This design comes from an exercise in tuning for small area, a short achievable clock period and few clock cycles per item on the open sky130 flow, not from production work.
At most, simulation tests tie the RTL to the original design; equivalence was not proved.
Only the layout flow was run in runs 1 and 2; the RTL was not checked for function there.
Power is estimated from default activity; no workload was simulated.

==> flow/run.sh <==
#!/bin/bash
# synth_recipe.tcl (not shown) runs the flow's synth.tcl, then flattens the netlist and writes it again
# the make line also repeats each setting of config.mk as NAME=value (left out here)
make -C /OpenROAD-flow-scripts/flow DESIGN_CONFIG=/design/flow/config.mk WORK_HOME=/design/flow/orfs CLKGATE_MAP_FILE= SYNTH_SCRIPT=/design/flow/synth_recipe.tcl finish
==> flow/config.mk <==
export PLATFORM = sky130hd
export DESIGN_NAME = consistent_hash_ring_lookup
export DESIGN_NICKNAME = consistent_hash_ring_lookup
export VERILOG_FILES = /design/flow/design.v
export SDC_FILE = /design/flow/constraint.sdc
export NUM_CORES = 4
export LEC_CHECK = 0
export CAP_MARGIN = 20
export CORE_MARGIN = 2
export CORE_UTILIZATION = 55
export SETUP_SLACK_MARGIN = 3.3
export SLEW_MARGIN = 20
==> flow/constraint.sdc <==
create_clock -name core_clock -period 6.0 [get_ports {clk_i}]
set_input_delay 1.2000 -clock core_clock [delete_from_list [all_inputs] [get_ports {clk_i}]]
set_output_delay 1.2000 -clock core_clock [all_outputs]
set_load 0.01 [all_outputs]
==> flow/design.v <==
`default_nettype none
package chrl_pkg;
  localparam int unsigned MAX_NODES_DEF = 16;
  localparam int unsigned HASH_BITS_DEF = 64;
  localparam int unsigned TAG_BITS_DEF  = 8;
  localparam int unsigned IN_HASH_W = 64;
  localparam int unsigned IN_TAG_W  = 8;
  localparam int unsigned IN_DATA_W = IN_HASH_W + IN_TAG_W;
  localparam int unsigned IN_USER_W = 1;
  localparam int unsigned OUT_STATUS_W = 2;
  localparam int unsigned OUT_OWNER_W  = 8;
  localparam int unsigned OUT_COUNT_W  = 5;
  localparam int unsigned OUT_USED_W   = OUT_STATUS_W + OUT_OWNER_W + OUT_COUNT_W;
  localparam int unsigned OUT_DATA_W   = ((OUT_USED_W + 7) / 8) * 8;
  localparam int unsigned OUT_OWNER_LO = OUT_STATUS_W;
  localparam int unsigned OUT_COUNT_LO = OUT_STATUS_W + OUT_OWNER_W;
  localparam logic OP_JOIN   = 1'b0;
  localparam logic OP_LOOKUP = 1'b1;
  localparam logic [OUT_STATUS_W-1:0] STAT_OK    = 2'd0;
  localparam logic [OUT_STATUS_W-1:0] STAT_EMPTY = 2'd1;
  localparam logic [OUT_STATUS_W-1:0] STAT_FULL  = 2'd2;
  typedef enum logic [1:0] {
    ST_IDLE,
    ST_LOOK,
    ST_JOIN,
    ST_FIN
  } chrl_state_e;
endpackage
`default_nettype wire
`default_nettype none
module chrl_ram #(
  parameter int unsigned WIDTH = 8,
  parameter int unsigned DEPTH = 16
) (
  input  logic                   clk_i,
  input  logic [DEPTH-1:0]       we_i,      
  input  logic [WIDTH-1:0]       wdata_i,
  output logic [DEPTH*WIDTH-1:0] data_o     
);
  logic [DEPTH*WIDTH-1:0] mem_q;
  always_ff @(posedge clk_i) begin
    for (int i = 0; i < DEPTH; i++) begin
      if (we_i[i]) begin
        mem_q[i*WIDTH +: WIDTH] <= wdata_i;
      end
    end
  end
  assign data_o = mem_q;
endmodule
`default_nettype wire
`default_nettype none
import chrl_pkg::*;
module consistent_hash_ring_lookup #(
  parameter int unsigned MAX_NODES = chrl_pkg::MAX_NODES_DEF,
  parameter int unsigned HASH_BITS = chrl_pkg::HASH_BITS_DEF,
  parameter int unsigned TAG_BITS  = chrl_pkg::TAG_BITS_DEF
) (
  input  logic                             clk_i,
  input  logic                             rst_ni,
  input  logic                             s_axis_tvalid,
  output logic                             s_axis_tready,
  input  logic [chrl_pkg::IN_DATA_W-1:0]   s_axis_tdata,
  input  logic [chrl_pkg::IN_USER_W-1:0]   s_axis_tuser,
  output logic                             m_axis_tvalid,
  input  logic                             m_axis_tready,
  output logic [chrl_pkg::OUT_DATA_W-1:0]  m_axis_tdata
);
  localparam int unsigned N      = MAX_NODES;
  localparam int unsigned CNT_W  = $clog2(MAX_NODES + 1);
  localparam int unsigned WORD_W = HASH_BITS + TAG_BITS;
  localparam int unsigned RES_W  = OUT_USED_W;
  localparam int unsigned OBUF   = 4;   
  logic                 r_valid_q;
  logic                 r_op_q;
  logic [HASH_BITS-1:0] r_hash_q;
  logic [TAG_BITS-1:0]  r_tag_q;
  logic                 ready_q;
  logic                 in_accept;
  assign s_axis_tready = ready_q;
  assign in_accept     = s_axis_tvalid && ready_q;
  always_ff @(posedge clk_i) begin
    r_op_q   <= s_axis_tuser[0];
    r_hash_q <= s_axis_tdata[HASH_BITS-1:0];
    r_tag_q  <= TAG_BITS'(s_axis_tdata[IN_HASH_W +: IN_TAG_W]);
  end
  function automatic logic hash_ge(input logic [HASH_BITS-1:0] a, input logic [HASH_BITS-1:0] b);
    logic [HASH_BITS-1:0] g, p;
    g = a & ~b;
    p = a | ~b;
    for (int w = 1; w < HASH_BITS; w = w * 2) begin
      for (int k = 0; k + w < HASH_BITS; k = k + 2 * w) begin
        p[k] = g[k + w] | (p[k + w] & p[k]);
        g[k] = g[k + w] | (p[k + w] & g[k]);
      end
    end
    hash_ge = p[0];
  endfunction
  logic [N-1:0]         vld_q;       
  logic [CNT_W-1:0]     count_q;
  logic [N-1:0]         wsel;        
  logic                 a_join, a_lookup, a_full, a_empty, a_ins;
  logic [N-1:0]         ram_we;
  logic [N*WORD_W-1:0]  ram_data;
  logic [N-1:0]         ge;          
  assign a_join   = r_valid_q && (r_op_q == OP_JOIN);
  assign a_lookup = r_valid_q && (r_op_q == OP_LOOKUP);
  assign a_full   = vld_q[N-1];
  assign a_empty  = !vld_q[0];
  assign a_ins    = a_join && !a_full;
  always_comb begin
    for (int i = 0; i < N; i++) begin
      wsel[i] = !vld_q[i] && ((i == 0) ? 1'b1 : vld_q[i-1]);
    end
  end
  assign ram_we = a_ins ? wsel : '0;
  chrl_ram #(
    .WIDTH (WORD_W),
    .DEPTH (N)
  ) u_ram (
    .clk_i   (clk_i),
    .we_i    (ram_we),
    .wdata_i ({r_tag_q, r_hash_q}),
    .data_o  (ram_data)
  );
  always_comb begin
    for (int i = 0; i < N; i++) begin
      ge[i] = hash_ge(ram_data[i*WORD_W +: HASH_BITS], r_hash_q);
    end
  end
  logic                    b_valid_q;
  logic                    b_join_q;
  logic                    b_ins_q;       
  logic [N-1:0]            b_ge_q;
  logic [TAG_BITS-1:0]     b_tag_q;
  always_ff @(posedge clk_i) begin
    b_join_q <= (r_op_q == OP_JOIN);
    b_ins_q  <= a_ins;
    b_ge_q   <= ge;
    b_tag_q  <= r_tag_q;
  end
  logic [N-1:0]        prec_q [N];    
  logic [TAG_BITS-1:0] head_tag_q;    
  logic [N-1:0]        gm;
  logic [N-1:0]        sel;
  logic [N-1:0]        b_wsel;        
  logic [N-1:0]        b_vld_old;     
  logic                any_ge;
  logic                new_head;
  logic [TAG_BITS-1:0] owner;
  logic [OUT_STATUS_W-1:0] b_status;
  assign gm        = b_ge_q & vld_q;    
  assign any_ge    = |gm;
  assign b_vld_old = vld_q >> 1;
  assign b_wsel    = vld_q & ~b_vld_old;
  always_comb begin
    for (int i = 0; i < N; i++) begin
      sel[i] = gm[i];
      for (int j = 0; j < N; j++) begin
        if (j < i) begin
          if (gm[j] && !prec_q[i][j]) sel[i] = 1'b0;
        end else if (j > i) begin
          if (gm[j] && prec_q[j][i]) sel[i] = 1'b0;
        end
      end
    end
  end
  always_comb begin
    owner = '0;
    for (int i = 0; i < N; i++) begin
      owner |= sel[i] ? ram_data[i*WORD_W + HASH_BITS +: TAG_BITS] : '0;
    end
    if (!any_ge) owner = head_tag_q;
  end
  assign new_head = &(b_ge_q | ~b_vld_old);
  always_ff @(posedge clk_i) begin
    for (int j = 0; j < N; j++) begin
      if (b_valid_q && b_ins_q && b_wsel[j]) begin
        prec_q[j] <= b_ge_q;
      end
    end
    if (b_valid_q && b_ins_q && new_head) begin
      head_tag_q <= b_tag_q;
    end
  end
  always_comb begin
    if (b_join_q) b_status = b_ins_q ? STAT_OK : STAT_FULL;
    else          b_status = vld_q[0] ? STAT_OK : STAT_EMPTY;
  end
  logic [RES_W-1:0] b_result;
  assign b_result = {OUT_COUNT_W'(count_q),
                     ((!b_join_q && vld_q[0]) ? owner : TAG_BITS'(0)),
                     b_status};
  logic [RES_W-1:0] ob_data_q [OBUF];
  logic [OBUF-1:0]  ob_vld_q;         
  logic             ob_pop;
  logic [OBUF-1:0]  ob_vld_pop;       
  assign ob_pop     = ob_vld_q[0] && m_axis_tready;
  assign ob_vld_pop = ob_pop ? (ob_vld_q >> 1) : ob_vld_q;
  always_ff @(posedge clk_i) begin
    for (int i = 0; i < OBUF; i++) begin
      if (b_valid_q && !ob_vld_pop[i] && ((i == 0) ? 1'b1 : ob_vld_pop[i-1])) begin
        ob_data_q[i] <= b_result;
      end else if (ob_pop && (i < OBUF - 1)) begin
        ob_data_q[i] <= ob_data_q[(i < OBUF - 1) ? i + 1 : i];
      end
    end
  end
  logic [2:0] inflight_d;
  always_comb begin
    inflight_d = 3'(in_accept) + 3'(r_valid_q);
    for (int i = 0; i < OBUF; i++) begin
      inflight_d += 3'(ob_vld_pop[i]);
    end
    inflight_d += 3'(b_valid_q);
  end
  always_ff @(posedge clk_i or negedge rst_ni) begin
    if (!rst_ni) begin
      r_valid_q <= 1'b0;
      b_valid_q <= 1'b0;
      ob_vld_q  <= '0;
      ready_q   <= 1'b0;
      vld_q     <= '0;
      count_q   <= '0;
    end else begin
      r_valid_q <= in_accept;
      b_valid_q <= r_valid_q;
      ob_vld_q  <= b_valid_q ? {ob_vld_pop[OBUF-2:0], 1'b1} : ob_vld_pop;
      ready_q   <= (inflight_d < 3'(OBUF));
      if (a_ins) begin
        vld_q   <= {vld_q[N-2:0], 1'b1};
        count_q <= count_q + CNT_W'(1);
      end
    end
  end
  assign m_axis_tvalid = ob_vld_q[0];
  assign m_axis_tdata  = OUT_DATA_W'(ob_data_q[0]);
endmodule
`default_nettype wire
==> metrics.yaml, run 1 <==
placed_design:
  gp_congestion: 0.9582
  io_buffer_count: 93
  dp_hpwl_um: 122900
  pre_cts_ws_ns: 1.481
  place_area_um2: 70970
sta:
  rsz0062_at_grt: "yes"
  layout_setup_ws_ns: 2.837
  fin_skew_ns: 0.02293
  report.final.slew_viol_count: 0
  finalCritPeriodShare_pct: 52.72
  slew-limit-headroom_pct: 26.55
  finalSetupViolCount: 0
  finalSetupTns_ns: 0
  tightest_slew_ns: 1.098
  period_minus_slack_ns: 3.163
  fin_hold_ws_ns: 0.4020
  hold_viol_final: 0
  fmax_mhz: 316.2
logic_synthesis:
  synth.most_common_cell: "edfxtp_1"
  synth_area_um2: 67470
  synth_top_area_cell: "edfxtp_1"
  synth.distinct_cells: 88
  synth_ff_type: "edfxtp_1"
  ys_ff_latch: 1467
  avgSynthCellArea_um2: 13.22
  seq_area_frac_synth_pct: 63.62
  synth-edff-count: 1340
  yosys.area_share.simple_pct: 10.18
  synth-compound-area-share_pct: 9.560
  synth_fa_ha_area_share_pct: 13.48
  yosys-top-cells-count: "edfxtp_1 (1340), maj3_1 (884), nand2b_1 (358)"
  synth_fp_nets: 5187
  ys_async_sr_fraction_pct: 1.909
  synthMuxAreaShare_pct: 0.4451
  synth_top_family_by_area: "adder cells"
  ys_warn_count: 4
  synth_cells: 5105
  synthXorXnorAreaFrac_pct: 0.05193
  synth_top_area_share_pct: 59.64
  synthTopCellsByArea: "edfxtp_1 (60%), maj3_1 (13%), nand2b_1 (3.3%)"
drt:
  drt_iter0_markers: 4264
  dr.pass1.iters: 8
  drc_errors: 0
  num_vias: 44510
  drt.antenna.violating_nets: 0
  wirelength_um: 195900
  drt-vias-per-instance: 6.116
  routedWlPerCell_um: 26.91
worst_setup_path:
  r2r-end: "b_ge_q[12]$_DFF_P_"
  worst_r2r_path_depth: 10
  endpoint: "b_ge_q[12]$_DFF_P_"
  r2r_setup_slack_ns: 2.84
  crit_arrival_ns: 3.89
  critPathRequiredTime_ns: 6.73
  startpoint: "r_hash_q[7]$_DFF_P_"
  crit_path_end_kind: "flop"
  cp_max_fo: 2
  path_class: "flop to flop"
  start_kind: "flop"
  r2r_start: "r_hash_q[7]$_DFF_P_"
layout:
  seqCellArea_um2: 43080
  drive_gt1_share_pct: 19.59
  fillers: 8657
  area_growth_pct: 21.04
  fin_area_um2: 81670
  nets: 5600
  multiInputGateArea_um2: 24640
pwr:
  power_per_cell_area_nw_per_um2: 335.1
  p_leak_nw: 26.90
  p_clk_share_pct: 37.2
  internal_power_w: 0.02006
  p_seq_share_pct: 46.3
  p_total_w: 0.02737
  ir_drop_uv: 316.1
  power.combinational.fraction_pct: 16.5
  power_switching_w: 0.007310
  p_sw_share_pct: 26.71
worst_hold_path:
  hold_depth: 0
  min_path_type: "flop to flop"
cts:
  clock_path_buffers: 3
  cts-root-buf: "clkbuf_16"
  cts_hold_buf: 0
  cts_sinks: 1467
  cts_tree: "built"
  htree_levels: 4
  cts_buffers: 157
  clkLatencyLatePin_ns: 0.79
  clk_pin_slew_ns: 0.06
die:
  die_w_um: 354.2
  core_um2: 121700
  ios: 95
  die_h_um: 354.2
  start_util_pct: 55.43
  die-area_um2: 125500
  rows: 128
job:
  cap_violations: 0
grt:
  grt_overflow_total: 0
  met3_usage_pct: 4.612
  antenna_found_initial: 7
  grtUsageMet1_pct: 39.83
  use_met2_pct: 51.98
  grt_pass1_vias: 43590
  grt_pass1_wl_um: 284200
  grt_usage_pct: 30.81
  grt_max_degree: 65
  busiest_layer: "met2"
status:
  status: "complete, no violations"
==> metrics by stage <==
stage | utilization, % | instances
3_3_place_gp | 58.28 | 6760
4_1_cts | 66.18 | 7217
3_5_place_dp | 58.31 | 6761
5_1_grt | 67.10 | 7278
2_1_floorplan | - | 5105
6_report | 67.10 | 7278
==> timing repair <==
item                       in CTS  in global routing
pin swaps                     127                 92
cloned                         35                  5
setup endpoints to repair     637                237
gates resized for setup       653                145
buffers inserted              128                 55
==> layer usage <==
layer	wire length (um)	part of all wire [%]	vias to the layer above
met5	55	0.028	-
met3	11480	5.9	424
li1	-	-	20180
met4	9458	4.8	8
met2	95580	49	1549
met1	79290	40	22350
==> critical path, stage by stage, from the launching register on <==
cell	delay, ns
dfxtp_4	0.35
buf_12	0.12
nor2b_4	0.11
maj3_2	0.28
maj3_2	0.29
maj3_2	0.30
a211oi_2	0.20
a21o_1	0.25
a41oi_4	0.19
o211ai_1	0.79
a21o_1	0.21
==> state kept, by name, indices dropped and copies added, names as in the netlist <==
signal and flops:
b_valid_q 1, r_hash_q 64, r_tag_q 8, ob_data_q 60, r_valid_q 1, b_join_q 1, ready_q 1, u_ram.mem_q 1152
vld_q 16, head_tag_q 8, b_ge_q 16, count_q 5, prec_q 120, b_ins_q 1, ob_vld_q 4, r_op_q 1
b_tag_q 8
==> kinds of logic after synthesis <==
family          count (synthesis)
other cells                     1
fa+ha+maj                     904
compound gates                988
mux                            27
flops                        1467
simple gates                 1260
xor+xnor                        4
buf+inv                       454
==> cells in the final DEF (no fill, tap or decap), types with 38 or more instances in the layout <==
cell type and instances:
nand2_1 228, nor2_1 150, o22ai_1 61, buf_12 54
o21ai_0 204, clkbuf_16 172, dfxtp_1 50, a21oi_1 188
inv_1 196, nand3_1 38, nand2b_1 355, a22oi_1 69
nor2b_1 268, maj3_2 115, maj3_1 784, clkdlybuf4s50_1 74
edfxtp_1 1340, buf_4 228
==> power by group through the flow <==
stage               registers, W  clock network, W  logic (W)
global placement          0.0128                 0    0.00376
CTS                       0.0127            0.0103    0.00428
finish                    0.0127            0.0102    0.00451
floorplan                 0.0128                 0    0.00228
global route              0.0128            0.0107    0.00482
detailed placement        0.0129                 0    0.00380
==> final cells by class <==
| class | instances | share of cell area [%] |
|---|---|---|
| timing repair buffer | 461 | 6.574 |
| tap | 1625 | 2.490 |
| clock inverter | 74 | 1.051 |
| clock buffer | 219 | 5.603 |
| multi-input combinational | 3187 | 30.17 |
| antenna | 1 | 0.003064 |
| inverter | 238 | 1.316 |
| sequential | 1467 | 52.75 |
| timing repair inverter | 6 | 0.04443 |
==> how the worst min path moves through the flow <==
stage	from	slack (ns)	endpoint
after floorplan	b_tag_q[0]$_DFF_P_	0.39	head_tag_q[0]$_DFFE_PP_
after global placement	b_tag_q[0]$_DFF_P_	0.39	head_tag_q[0]$_DFFE_PP_
after detailed placement	b_tag_q[4]$_DFF_P_	0.39	head_tag_q[4]$_DFFE_PP_
after CTS	b_tag_q[4]$_DFF_P_	0.40	head_tag_q[4]$_DFFE_PP_
after global routing	b_tag_q[3]$_DFF_P_	0.41	head_tag_q[3]$_DFFE_PP_
final	b_tag_q[4]$_DFF_P_	0.40	head_tag_q[4]$_DFFE_PP_
==> run 2: changes to the inputs <==
--- a/flow/design.v
+++ b/flow/design.v
@@ -69,20 +69,19 @@
   localparam int unsigned CNT_W  = $clog2(MAX_NODES + 1);
   localparam int unsigned WORD_W = HASH_BITS + TAG_BITS;
   localparam int unsigned RES_W  = OUT_USED_W;
-  localparam int unsigned OBUF   = 4;   
+  localparam int unsigned OBUF   = 3;   
+  logic                 ready_q;
+  logic                 in_accept;
   logic                 r_valid_q;
   logic                 r_op_q;
   logic [HASH_BITS-1:0] r_hash_q;
   logic [TAG_BITS-1:0]  r_tag_q;
-  logic                 ready_q;
-  logic                 in_accept;
   assign s_axis_tready = ready_q;
   assign in_accept     = s_axis_tvalid && ready_q;
-  always_ff @(posedge clk_i) begin
-    r_op_q   <= s_axis_tuser[0];
-    r_hash_q <= s_axis_tdata[HASH_BITS-1:0];
-    r_tag_q  <= TAG_BITS'(s_axis_tdata[IN_HASH_W +: IN_TAG_W]);
-  end
+  assign r_valid_q     = in_accept;
+  assign r_op_q        = s_axis_tuser[0];
+  assign r_hash_q      = s_axis_tdata[HASH_BITS-1:0];
+  assign r_tag_q       = TAG_BITS'(s_axis_tdata[IN_HASH_W +: IN_TAG_W]);
   function automatic logic hash_ge(input logic [HASH_BITS-1:0] a, input logic [HASH_BITS-1:0] b);
     logic [HASH_BITS-1:0] g, p;
     g = a & ~b;
@@ -207,7 +206,7 @@
   end
   logic [2:0] inflight_d;
   always_comb begin
-    inflight_d = 3'(in_accept) + 3'(r_valid_q);
+    inflight_d = 3'(in_accept);
     for (int i = 0; i < OBUF; i++) begin
       inflight_d += 3'(ob_vld_pop[i]);
     end
@@ -215,15 +214,13 @@
   end
   always_ff @(posedge clk_i or negedge rst_ni) begin
     if (!rst_ni) begin
-      r_valid_q <= 1'b0;
       b_valid_q <= 1'b0;
       ob_vld_q  <= '0;
       ready_q   <= 1'b0;
       vld_q     <= '0;
       count_q   <= '0;
     end else begin
-      r_valid_q <= in_accept;
-      b_valid_q <= r_valid_q;
+      b_valid_q <= in_accept;
       ob_vld_q  <= b_valid_q ? {ob_vld_pop[OBUF-2:0], 1'b1} : ob_vld_pop;
       ready_q   <= (inflight_d < 3'(OBUF));
       if (a_ins) begin
--- a/flow/config.mk
+++ b/flow/config.mk
@@ -8,5 +8,7 @@
 export CAP_MARGIN = 20
 export CORE_MARGIN = 2
 export CORE_UTILIZATION = 55
+export CTS_BUF_LIST = sky130_fd_sc_hd__clkbuf_8
+export CTS_CLUSTER_SIZE = 24
 export SETUP_SLACK_MARGIN = 3.3
 export SLEW_MARGIN = 20
==> run 2 against run 1 <==
  * Non-clock buffer count increased by 52
  * Global-route usage rose by 1.4 points
  * Wire length up 3.0%
  * Cell count fell by 0.52%
  * Critical path depth grew 1
  * Setup slack better by 0.024 ns
  * Cell area shrank 2.4%
  * Hold slack gained 0.0030 ns
  * Clock skew up 0.017 ns
  * Synthesized area down 3.3%
==> metrics.yaml, run 2 <==
layout:
  final_cell_mix: "edfxtp_1 (1325), maj3_1 (678), nand2b_1 (353)"  # was edfxtp_1 (1340), maj3_1 (784), nand2b_1 (355)
  seqCellArea_um2: 41020  # was 43080 um^2
  largest_register_ffs: 1152  # unchanged
  fillers: 8542  # was 8657
  drive_gt1_share_pct: 25.75  # was 19.59%
  fin_area_um2: 79720  # was 81670 um^2
  multiInputGateArea_um2: 25520  # was 24640 um^2
  largest_register: "u_ram.mem_q"  # unchanged
  nets: 5594  # was 5600
  post-route-util_pct: 67.70  # was 67.10%
  final_common_cell: "edfxtp_1"  # unchanged
  largestRegisters: "u_ram.mem_q x1152, prec_q x120, ob_data_q x45"  # was u_ram.mem_q x1152, prec_q x120, r_hash_q x64
  area_growth_pct: 22.23  # was 21.04%
logic_synthesis:
  yosys-top-cells-count: "edfxtp_1 (1325), maj3_1 (906), nand2b_1 (367)"  # was edfxtp_1 (1340), maj3_1 (884), nand2b_1 (358)
  avgSynthCellArea_um2: 13.13  # was 13.22 um^2
  synth.most_common_cell: "edfxtp_1"  # unchanged
  synth_top_area_share_pct: 61.00  # was 59.64%
  seq_area_frac_synth_pct: 62.80  # was 63.62%
  synth_ff_type: "edfxtp_1"  # unchanged
  synth-edff-count: 1325  # was 1340
  synth_fp_nets: 5047  # was 5187
  synth_cells: 4966  # was 5105
  synth_top_area_cell: "edfxtp_1"  # unchanged
  ys_async_sr_fraction_pct: 1.888  # was 1.909%
  synth_area_um2: 65230  # was 67470 um^2
  synthTopCellsByArea: "edfxtp_1 (61%), maj3_1 (14%), nand2b_1 (3.5%)"  # was edfxtp_1 (60%), maj3_1 (13%), nand2b_1 (3.3%)
  ys_warn_count: 4  # unchanged
  synth.distinct_cells: 89  # was 88
  ys_ff_latch: 1377  # was 1467
worst_setup_path:
  critPathRequiredTime_ns: 6.86  # was 6.73 ns
  critPathSlowestCell: "o211ai_1"  # unchanged
  cp_max_fo: 4  # was 2
  crit_path_frequent_cell: "o211ai_1"  # was maj3_2
  crit_chain: "buf_12, buf_6, nor2b_2, maj3_2, o211ai_1, a221oi_2, o211ai_1, a31oi_2, o211ai_1, a22oi_2, a21oi_1"  # was buf_12, nor2b_4, maj3_2, maj3_2, maj3_2, a211oi_2, a21o_1, a41oi_4, o211ai_1, a21o_1
  crit_family: "compound AO/OA/AOI/OAI gates"  # unchanged
  path_class: "input pin to flop"  # was flop to flop
  start_kind: "input pin"  # was flop
  crit_arrival_ns: 4.00  # was 3.89 ns
  crit_buf_inv: 2  # was 1
  slowest_delay_ns: 0.48  # was 0.79 ns
  crit_path_end_kind: "flop"  # unchanged
drt:
  num_vias: 44770  # was 44510
  dr.pass1.iters: 6  # was 8
  drc_errors: 0  # unchanged
  drt.antenna.violating_nets: 0  # unchanged
  drt-vias-per-instance: 6.184  # was 6.116
  drt_iter0_markers: 5021  # was 4264
  wirelength_um: 201700  # was 195900 um
  routedWlPerCell_um: 27.86  # was 26.91 um
die:
  die_h_um: 348.4  # was 354.2 um
  start_util_pct: 55.39  # was 55.43%
  die-area_um2: 121400  # was 125500 um^2
  core_um2: 117800  # was 121700 um^2
  ios: 95  # unchanged
  die_w_um: 348.4  # was 354.2 um
  rows: 126  # was 128
grt:
  grt_overflow_total: 0  # unchanged
  grt_usage_pct: 32.17  # was 30.81%
  antenna_found_initial: 3  # was 7
  grt_pass1_wl_um: 285200  # was 284200 um
  grt_pass1_vias: 43010  # was 43590
  grt_max_degree: 73  # was 65
sta:
  period_minus_slack_ns: 3.139  # was 3.163 ns
  finalSetupViolCount: 0  # unchanged
  finalSetupTns_ns: 0  # unchanged
  tightest_slew_ns: 1.090  # was 1.098 ns
  fin_skew_ns: 0.03974  # was 0.02293 ns
  finalCritPeriodShare_pct: 52.31  # was 52.72%
  rsz0062_at_grt: "yes"  # unchanged
  layout_setup_ws_ns: 2.862  # was 2.837 ns
  slew-limit-headroom_pct: 27.10  # was 26.55%
  fmax_mhz: 318.6  # was 316.2 MHz
  report.final.slew_viol_count: 0  # unchanged
  hold_viol_final: 0  # unchanged
cts:
  cts_hold_buf: 0  # unchanged
  clk_pin_slew_ns: 0.06  # about the same
  htree_levels: 4  # unchanged
  cts_tree: "built"  # unchanged
  clkLatencyLatePin_ns: 0.96  # was 0.79 ns
  cts-root-buf: "clkbuf_8"  # was clkbuf_16
  clock_path_buffers: 3  # unchanged
  cts_buffers: 226  # was 157
  cts_sinks: 1377  # was 1467
pwr:
  ir_drop_uv: 235.0  # was 316.1 uV
  p_leak_nw: 26.58  # was 26.90 nW
  power_per_cell_area_nw_per_um2: 261.9  # was 335.1 nW/um^2
placed_design:
  io_buffer_count: 93  # unchanged
  gp_congestion: 0.9251  # was 0.9582
  pre_cts_ws_ns: 0.6625  # was 1.481 ns
  place_area_um2: 69530  # was 70970 um^2
  dp_hpwl_um: 121700  # was 122900 um
status:
  status: "complete, no violations"  # unchanged
job:
  cap_violations: 0  # unchanged
worst_hold_path:
  min_path_type: "flop to flop"  # unchanged
## run 2: layout make-up
cell class	instances	area share, %
inverters	218	1.369
diodes	2	0.006278
flip-flops and latches	1377	51.46
clock buffers	238	4.109
repair buffers	513	7.290
well taps	1536	2.411
clock inverters	179	1.257
multi-input cells	3167	32.01
repair inverters	10	0.08789
## run 2: final timing paths
| kind | start | endpoint | slack, ns | cells past startpoint |
|---|---|---|---|---|
| worst max-delay path | s_axis_tdata[0] | b_ge_q[12]$_DFF_P_ | 2.86 | 11 |
| worst min-delay path | b_tag_q[2]$_DFF_P_ | head_tag_q[2]$_DFFE_PP_ | 0.41 | 0 |
| worst max register to register | u_ram.mem_q[888]$_DFFE_PP_ | b_ge_q[12]$_DFF_P_ | 2.98 | 9 |
| worst min register to register | b_tag_q[2]$_DFF_P_ | head_tag_q[2]$_DFFE_PP_ | 0.41 | 0 |
| max in group asynchronous | rst_ni | vld_q[13]$_DFFE_PN0P_ | 5.03 | 2 |
| min in group asynchronous | rst_ni | ready_q$_DFF_PN0_ | 0.63 | 2 |
## run 2: timing repair
action                                  CTS  global route
endpoints found under the setup margin  570           568
setup buffers                           107           111
endpoints found under the hold margin     0             0
gates resized for setup                 756           303
cloned                                   31            19
pin swaps                               114           142
## run 2: metal layers
layer	share of wire [%]	vias to the layer above	GRT usage, %
met3	8.2	350	5.292
met5	0.0064	-	0
met1	43	22500	45.77
met4	3.0	2	9.527
li1	-	19970	-
met2	46	1950	51.20
## run 2: metrics by stage
step / hold WS [ns] / instances / total power, W
CTS: 0.4053 / 7108 / 0.02079
floorplan: 0.3855 / 4966 / 0.01201
finish: 0.4050 / 7240 / 0.02088
global route: 0.4092 / 7239 / 0.02156
global placement: 0.3864 / 6553 / 0.01271
detailed placement: 0.3887 / 6553 / 0.01274
## run 2: worst register-to-register path: cells and delay by family, from the launching register on
family / cells / cell delay [ns]
adders and majority gates: 3 / 1.02
AOI/OAI and AO/OA: 3 / 0.89
and+or+nand+nor: 3 / 0.62
DFF: 1 / 0.38
## run 2: power breakdown
| group | internal [W] | switching, W |
|---|---|---|
| logic | 0.000918 | 0.00129 |
| clock network | 0.00401 | 0.00388 |
| registers | 0.0107 | 0.0000666 |
## run 2: cell families after synthesis
family          share of synthesized area (%)
compound gates                          9.225
other cells                          0.005749
xor+xnor                              0.05372
simple gates                            10.70
mux                                    0.5333
flops                                   62.80
fa+ha+maj                               14.16
buf+inv                                 2.526
==> run 3: changes to the inputs <==
--- a/flow/design.v
+++ b/flow/design.v
@@ -69,31 +69,20 @@
   localparam int unsigned CNT_W  = $clog2(MAX_NODES + 1);
   localparam int unsigned WORD_W = HASH_BITS + TAG_BITS;
   localparam int unsigned RES_W  = OUT_USED_W;
-  localparam int unsigned OBUF   = 3;   
-  logic                 ready_q;
-  logic                 in_accept;
+  localparam int unsigned OBUF   = 4;   
   logic                 r_valid_q;
   logic                 r_op_q;
   logic [HASH_BITS-1:0] r_hash_q;
   logic [TAG_BITS-1:0]  r_tag_q;
+  logic                 ready_q;
+  logic                 in_accept;
   assign s_axis_tready = ready_q;
   assign in_accept     = s_axis_tvalid && ready_q;
-  assign r_valid_q     = in_accept;
-  assign r_op_q        = s_axis_tuser[0];
-  assign r_hash_q      = s_axis_tdata[HASH_BITS-1:0];
-  assign r_tag_q       = TAG_BITS'(s_axis_tdata[IN_HASH_W +: IN_TAG_W]);
-  function automatic logic hash_ge(input logic [HASH_BITS-1:0] a, input logic [HASH_BITS-1:0] b);
-    logic [HASH_BITS-1:0] g, p;
-    g = a & ~b;
-    p = a | ~b;
-    for (int w = 1; w < HASH_BITS; w = w * 2) begin
-      for (int k = 0; k + w < HASH_BITS; k = k + 2 * w) begin
-        p[k] = g[k + w] | (p[k + w] & p[k]);
-        g[k] = g[k + w] | (p[k + w] & g[k]);
-      end
-    end
-    hash_ge = p[0];
-  endfunction
+  always_ff @(posedge clk_i) begin
+    r_op_q   <= s_axis_tuser[0];
+    r_hash_q <= s_axis_tdata[HASH_BITS-1:0];
+    r_tag_q  <= TAG_BITS'(s_axis_tdata[IN_HASH_W +: IN_TAG_W]);
+  end
   logic [N-1:0]         vld_q;       
   logic [CNT_W-1:0]     count_q;
   logic [N-1:0]         wsel;        
@@ -123,34 +112,38 @@
   );
   always_comb begin
     for (int i = 0; i < N; i++) begin
-      ge[i] = hash_ge(ram_data[i*WORD_W +: HASH_BITS], r_hash_q);
+      ge[i] = (ram_data[i*WORD_W +: HASH_BITS] >= r_hash_q);
     end
   end
   logic                    b_valid_q;
-  logic                    b_join_q;
   logic                    b_ins_q;       
+  logic                    b_look_q;      
   logic [N-1:0]            b_ge_q;
+  logic [N-1:0]            b_vld_q;       
+  logic [N-1:0]            b_wsel_q;      
   logic [TAG_BITS-1:0]     b_tag_q;
-  always_ff @(posedge clk_i) begin
-    b_join_q <= (r_op_q == OP_JOIN);
-    b_ins_q  <= a_ins;
-    b_ge_q   <= ge;
-    b_tag_q  <= r_tag_q;
+  logic [OUT_STATUS_W-1:0] b_status_q;
+  logic [CNT_W-1:0]        b_count_q;     
+  always_ff @(posedge clk_i) begin
+    b_ins_q    <= a_ins;
+    b_look_q   <= a_lookup && !a_empty;
+    b_ge_q     <= ge;
+    b_vld_q    <= vld_q;
+    b_wsel_q   <= wsel;
+    b_tag_q    <= r_tag_q;
+    b_status_q <= (a_join && a_full)    ? STAT_FULL  :
+                  (!a_join && a_empty)  ? STAT_EMPTY : STAT_OK;
+    b_count_q  <= a_ins ? count_q + CNT_W'(1) : count_q;
   end
   logic [N-1:0]        prec_q [N];    
   logic [TAG_BITS-1:0] head_tag_q;    
   logic [N-1:0]        gm;
   logic [N-1:0]        sel;
-  logic [N-1:0]        b_wsel;        
-  logic [N-1:0]        b_vld_old;     
   logic                any_ge;
   logic                new_head;
   logic [TAG_BITS-1:0] owner;
-  logic [OUT_STATUS_W-1:0] b_status;
-  assign gm        = b_ge_q & vld_q;    
-  assign any_ge    = |gm;
-  assign b_vld_old = vld_q >> 1;
-  assign b_wsel    = vld_q & ~b_vld_old;
+  assign gm     = b_ge_q & b_vld_q;
+  assign any_ge = |gm;
   always_comb begin
     for (int i = 0; i < N; i++) begin
       sel[i] = gm[i];
@@ -170,10 +163,10 @@
     end
     if (!any_ge) owner = head_tag_q;
   end
-  assign new_head = &(b_ge_q | ~b_vld_old);
+  assign new_head = &(b_ge_q | ~b_vld_q);
   always_ff @(posedge clk_i) begin
     for (int j = 0; j < N; j++) begin
-      if (b_valid_q && b_ins_q && b_wsel[j]) begin
+      if (b_valid_q && b_ins_q && b_wsel_q[j]) begin
         prec_q[j] <= b_ge_q;
       end
     end
@@ -181,14 +174,8 @@
       head_tag_q <= b_tag_q;
     end
   end
-  always_comb begin
-    if (b_join_q) b_status = b_ins_q ? STAT_OK : STAT_FULL;
-    else          b_status = vld_q[0] ? STAT_OK : STAT_EMPTY;
-  end
   logic [RES_W-1:0] b_result;
-  assign b_result = {OUT_COUNT_W'(count_q),
-                     ((!b_join_q && vld_q[0]) ? owner : TAG_BITS'(0)),
-                     b_status};
+  assign b_result = {OUT_COUNT_W'(b_count_q), (b_look_q ? owner : TAG_BITS'(0)), b_status_q};
   logic [RES_W-1:0] ob_data_q [OBUF];
   logic [OBUF-1:0]  ob_vld_q;         
   logic             ob_pop;
@@ -206,7 +193,7 @@
   end
   logic [2:0] inflight_d;
   always_comb begin
-    inflight_d = 3'(in_accept);
+    inflight_d = 3'(in_accept) + 3'(r_valid_q);
     for (int i = 0; i < OBUF; i++) begin
       inflight_d += 3'(ob_vld_pop[i]);
     end
@@ -214,13 +201,15 @@
   end
   always_ff @(posedge clk_i or negedge rst_ni) begin
     if (!rst_ni) begin
+      r_valid_q <= 1'b0;
       b_valid_q <= 1'b0;
       ob_vld_q  <= '0;
       ready_q   <= 1'b0;
       vld_q     <= '0;
       count_q   <= '0;
     end else begin
-      b_valid_q <= in_accept;
+      r_valid_q <= in_accept;
+      b_valid_q <= r_valid_q;
       ob_vld_q  <= b_valid_q ? {ob_vld_pop[OBUF-2:0], 1'b1} : ob_vld_pop;
       ready_q   <= (inflight_d < 3'(OBUF));
       if (a_ins) begin
--- a/flow/config.mk
+++ b/flow/config.mk
@@ -7,8 +7,5 @@
 export LEC_CHECK = 0
 export CAP_MARGIN = 20
 export CORE_MARGIN = 2
-export CORE_UTILIZATION = 55
-export CTS_BUF_LIST = sky130_fd_sc_hd__clkbuf_8
-export CTS_CLUSTER_SIZE = 24
-export SETUP_SLACK_MARGIN = 3.3
+export CORE_UTILIZATION = 40
 export SLEW_MARGIN = 20
==> run 3 against run 2 <==
  * Synthesized cell count shrank 3.9%
  * Sequential power rose by 21%
  * Synthesized area rose by 7.1%
  * Wire length decreased by 2.8%
  * Sequential share of layout area grew 3.2 points
  * Power is 29% higher
  * Maximum frequency is 39% lower
  * Hold slack got worse by 0.0015 ns
  * First-iteration DRC count down 13%
  * Clock skew shrank 0.011 ns
  * Count of clock-buffer cells in the layout is 3 higher
  * Critical path type is now flop to flop
  * Largest cell class unchanged
==> metrics.yaml, run 3 <==
placed_design:
  io_buffer_count: 93  # unchanged
  place_area_um2: 74690  # was 69530 um^2
  dp_hpwl_um: 131000  # was 121700 um
  gp_congestion: 0.9327  # was 0.9251
layout:
  fin_area_um2: 79980  # was 79720 um^2
  final_common_cell: "edfxtp_1"  # unchanged
  drive_gt1_share_pct: 9.575  # was 25.75%
  area_growth_pct: 14.55  # was 22.23%
  largestRegisters: "u_ram.mem_q x1152, prec_q x120, r_hash_q x64"  # was u_ram.mem_q x1152, prec_q x120, ob_data_q x45
  nets: 6242  # was 5594
  largest_register: "u_ram.mem_q"  # unchanged
  final_cell_mix: "edfxtp_1 (1340), ha_1 (1027), a21oi_1 (244)"  # was edfxtp_1 (1325), maj3_1 (678), nand2b_1 (353)
  largest_register_ffs: 1152  # unchanged
die:
  die_h_um: 421.8  # was 348.4 um
  core_um2: 173600  # was 117800 um^2
  die-area_um2: 177900  # was 121400 um^2
  start_util_pct: 40.21  # was 55.39%
  ios: 95  # unchanged
  die_w_um: 421.8  # was 348.4 um
  rows: 153  # was 126
drt:
  routedWlPerCell_um: 25.81  # was 27.86 um
  num_vias: 43500  # was 44770
  drc_errors: 0  # unchanged
  wirelength_um: 196100  # was 201700 um
  drt-vias-per-instance: 5.723  # was 6.184
  dr.pass1.iters: 8  # was 6
  drt.antenna.violating_nets: 0  # unchanged
  drt_iter0_markers: 4385  # was 5021
worst_setup_path:
  worst_r2r_path_depth: 10  # was 9
  r2r-end: "b_ge_q[5]$_DFF_P_"  # was b_ge_q[12]$_DFF_P_
  start_kind: "flop"  # was input pin
  crit_path_frequent_cell: "o21ai_0"  # was o211ai_1
  critPathRequiredTime_ns: 6.58  # was 6.86 ns
  cp_max_fo: 17  # was 4
  crit_arrival_ns: 5.71  # was 4.00 ns
  crit_path_end_kind: "flop"  # unchanged
  crit_chain: "inv_1, ha_1, a21oi_1, o21ai_0, a2111oi_0, o21ai_0, a21oi_1, o22ai_1, a211oi_1, o21ai_0"  # was buf_12, buf_6, nor2b_2, maj3_2, o211ai_1, a221oi_2, o211ai_1, a31oi_2, o211ai_1, a22oi_2, a21oi_1
  r2r_start: "r_hash_q[10]$_DFF_P_"  # was u_ram.mem_q[888]$_DFFE_PP_
  r2r_setup_slack_ns: 0.86  # was 2.98 ns
  slowest_delay_ns: 0.98  # was 0.48 ns
  startpoint: "r_hash_q[10]$_DFF_P_"  # was s_axis_tdata[0]
  path_class: "flop to flop"  # was input pin to flop
  critPathSlowestCell: "a211oi_1"  # was o211ai_1
sta:
  finalCritPeriodShare_pct: 85.64  # was 52.31%
  finalSetupViolCount: 0  # unchanged
  rsz0062_at_grt: "no"  # was yes
  fin_hold_ws_ns: 0.4035  # was 0.4050 ns
  period_minus_slack_ns: 5.139  # was 3.139 ns
  slew-limit-headroom_pct: 19.97  # was 27.10%
  finalSetupTns_ns: 0  # unchanged
  hold_viol_final: 0  # unchanged
  fmax_mhz: 194.6  # was 318.6 MHz
  report.final.slew_viol_count: 0  # unchanged
  tightest_slew_ns: 1.193  # was 1.090 ns
  fin_skew_ns: 0.02829  # was 0.03974 ns
logic_synthesis:
  synth_top_area_share_pct: 57.63  # was 61.00%
  synth.most_common_cell: "edfxtp_1"  # unchanged
  avgSynthCellArea_um2: 14.63  # was 13.13 um^2
  ys_async_sr_fraction_pct: 1.860  # was 1.888%
  seq_area_frac_synth_pct: 62.56  # was 62.80%
  synth_fp_nets: 5880  # was 5047
  yosys-top-cells-count: "edfxtp_1 (1340), ha_1 (1027), a21oi_1 (244)"  # was edfxtp_1 (1325), maj3_1 (906), nand2b_1 (367)
  synth_ff_type: "edfxtp_1"  # unchanged
  synth.distinct_cells: 66  # was 89
  ys_warn_count: 4  # unchanged
  synth_area_um2: 69820  # was 65230 um^2
  synth-edff-count: 1340  # was 1325
  synthTopCellsByArea: "edfxtp_1 (58%), ha_1 (18%), dfxtp_1 (3.9%)"  # was edfxtp_1 (61%), maj3_1 (14%), nand2b_1 (3.5%)
  synth_top_area_cell: "edfxtp_1"  # unchanged
  ys_ff_latch: 1505  # was 1377
  synth_cells: 4774  # was 4966
cts:
  cts_setup_buffers: 0  # was 107
  cts_sinks: 1505  # was 1377
  cts_buffers: 164  # was 226
  clock_path_buffers: 3  # unchanged
  cts_resized: 0  # was 756
  htree_levels: 4  # unchanged
  clkLatencyLatePin_ns: 0.79  # was 0.96 ns
  cts_hold_buf: 0  # unchanged
  cts-root-buf: "clkbuf_16"  # was clkbuf_8
  clk_pin_slew_ns: 0.06  # about the same
  cts_tree: "built"  # unchanged
grt:
  grt_max_degree: 62  # was 73
  grt_usage_pct: 21.78  # was 32.17%
  antenna_found_initial: 4  # was 3
  grt_pass1_wl_um: 288400  # was 285200 um
  grt_overflow_total: 0  # unchanged
  grt_pass1_vias: 43430  # was 43010
status:
  status: "complete, no violations"  # unchanged
pwr:
  p_leak_nw: 30.45  # was 26.58 nW
  p_total_w: 0.02694  # was 0.02088 W
  power_per_cell_area_nw_per_um2: 336.9  # was 261.9 nW/um^2
  ir_drop_uv: 306.9  # was 235.0 uV
worst_hold_path:
  min_path_type: "flop to flop"  # unchanged
  worstHoldStart: "b_tag_q[4]$_DFF_P_"  # was b_tag_q[2]$_DFF_P_
  hold_depth: 0  # unchanged
  worstHoldEndpoint: "head_tag_q[4]$_DFFE_PP_"  # was head_tag_q[2]$_DFFE_PP_
job:
  cap_violations: 0  # unchanged
==> run 3: per-layer routing <==
layer	track usage [%]	routed length [um]	part of all wire, %	up-vias
met5	0	11	0.0056	-
met4	6.912	5901	3.0	2
met3	3.283	12770	6.5	327
met2	34.63	89980	46	1527
met1	30.65	87470	45	21820
li1	-	-	-	19830
==> run 3: cell families after synthesis <==
family,synth area share [%]
AO/OA/AOI/OAI,9.393
buffers and inverters,0.8870
adder cells (fa/ha/maj),18.46
multiplexers,0.7687
AND/OR/NAND/NOR,7.875
XOR/XNOR,0.05017
other,0.005371
flip-flops,62.56
==> run 3: how the worst max path moves through the flow <==
stage                          endpoint  slack [ns]  cells past startpoint
6_report              b_ge_q[5]$_DFF_P_        0.86                     10
3_3_place_gp         b_ge_q[10]$_DFF_P_        0.58                     10
4_1_cts               b_ge_q[8]$_DFF_P_        0.62                     10
5_1_grt               b_ge_q[5]$_DFF_P_        0.74                     10
2_1_floorplan  u_ram.mem_q[0]$_DFFE_PP_        1.41                      5
3_5_place_dp          b_ge_q[8]$_DFF_P_        0.68                     10
==> run 3: through the flow <==
stage          std cells  worst slack, ns  utilization [%]
3_3_place_gp        7293           0.5820            43.00
6_report            7600           0.8615            46.06
3_5_place_dp        7294           0.6844            43.02
4_1_cts             7598           0.6209            46.04
2_1_floorplan       4774            1.408                -
5_1_grt             7599           0.7429            46.06
==> run 3: area by class of cell <==
| type | instances | area (um^2) |
|---|---|---|
| Clock buffer | 241 | 4738 |
| Inverter | 105 | 394.1 |
| Antenna cell | 1 | 2.502 |
| Clock inverter | 63 | 513.0 |
| Tap cell | 2325 | 2909 |
| Multi-Input combinational cell | 3117 | 25660 |
| Fill cell | 15220 | 93650 |
| Timing Repair Buffer | 243 | 2077 |
| Sequential cell | 1505 | 43680 |
==> run 3: power breakdown <==
group          switching (W)  internal [W]  leakage (nW)  total, W
registers           0.000622        0.0125          13.6    0.0131
clock network        0.00419       0.00570          2.58   0.00988
logic                0.00255       0.00136          14.2   0.00391
==> run 3: worst max-delay path: cells and delay by family, from the launching register on <==
family                   cells  cell delay [ns]
AO/OA/AOI/OAI                8             3.25
adder cells (fa/ha/maj)      1             0.37
buffers and inverters        1             0.56
flip-flops                   1             0.75
Testbench counts of run 3, summed over its fixed seeds: cycles 32,024, items 32,000.

## static timing again, ports no longer ideal
The flow's constraints put no driver on any port. The routed layouts listed below were extracted and timed again, unchanged, in two steps.
Step 1: set_driving_cell puts a clkbuf_16 on clk_i and a buf_2 on each other input, an assumption about the parent block.
Step 2 moves the port delays by t, midway between the first and last clock arrival at a register: inputs arrive t later, outputs are due t later. That takes back most of the time a late clock gives input paths.
a / b / c = ideal ports / drivers / drivers and shift; a / b = the first two.
run | t (ns) | setup slack, ns | latest minus earliest clock arrival (ns) | worst register clock-pin slew, ns
run 1 | 0.857 | 2.837 / 2.837 / 2.653 | 0.023 / 0.023 | 0.07 / 0.07
run 2 | 1.012 | 2.861 / 2.827 / 1.815 | 0.040 / 0.040 | 0.07 / 0.07
run 3 | 0.861 | 0.861 / 0.861 / 0.861 | 0.033 / 0.033 | 0.07 / 0.07
After both steps every run listed still meets setup and hold. The setup slack of run 2, which loses most, moves by -0.034 ns with the drivers and by -1.046 ns with both steps.
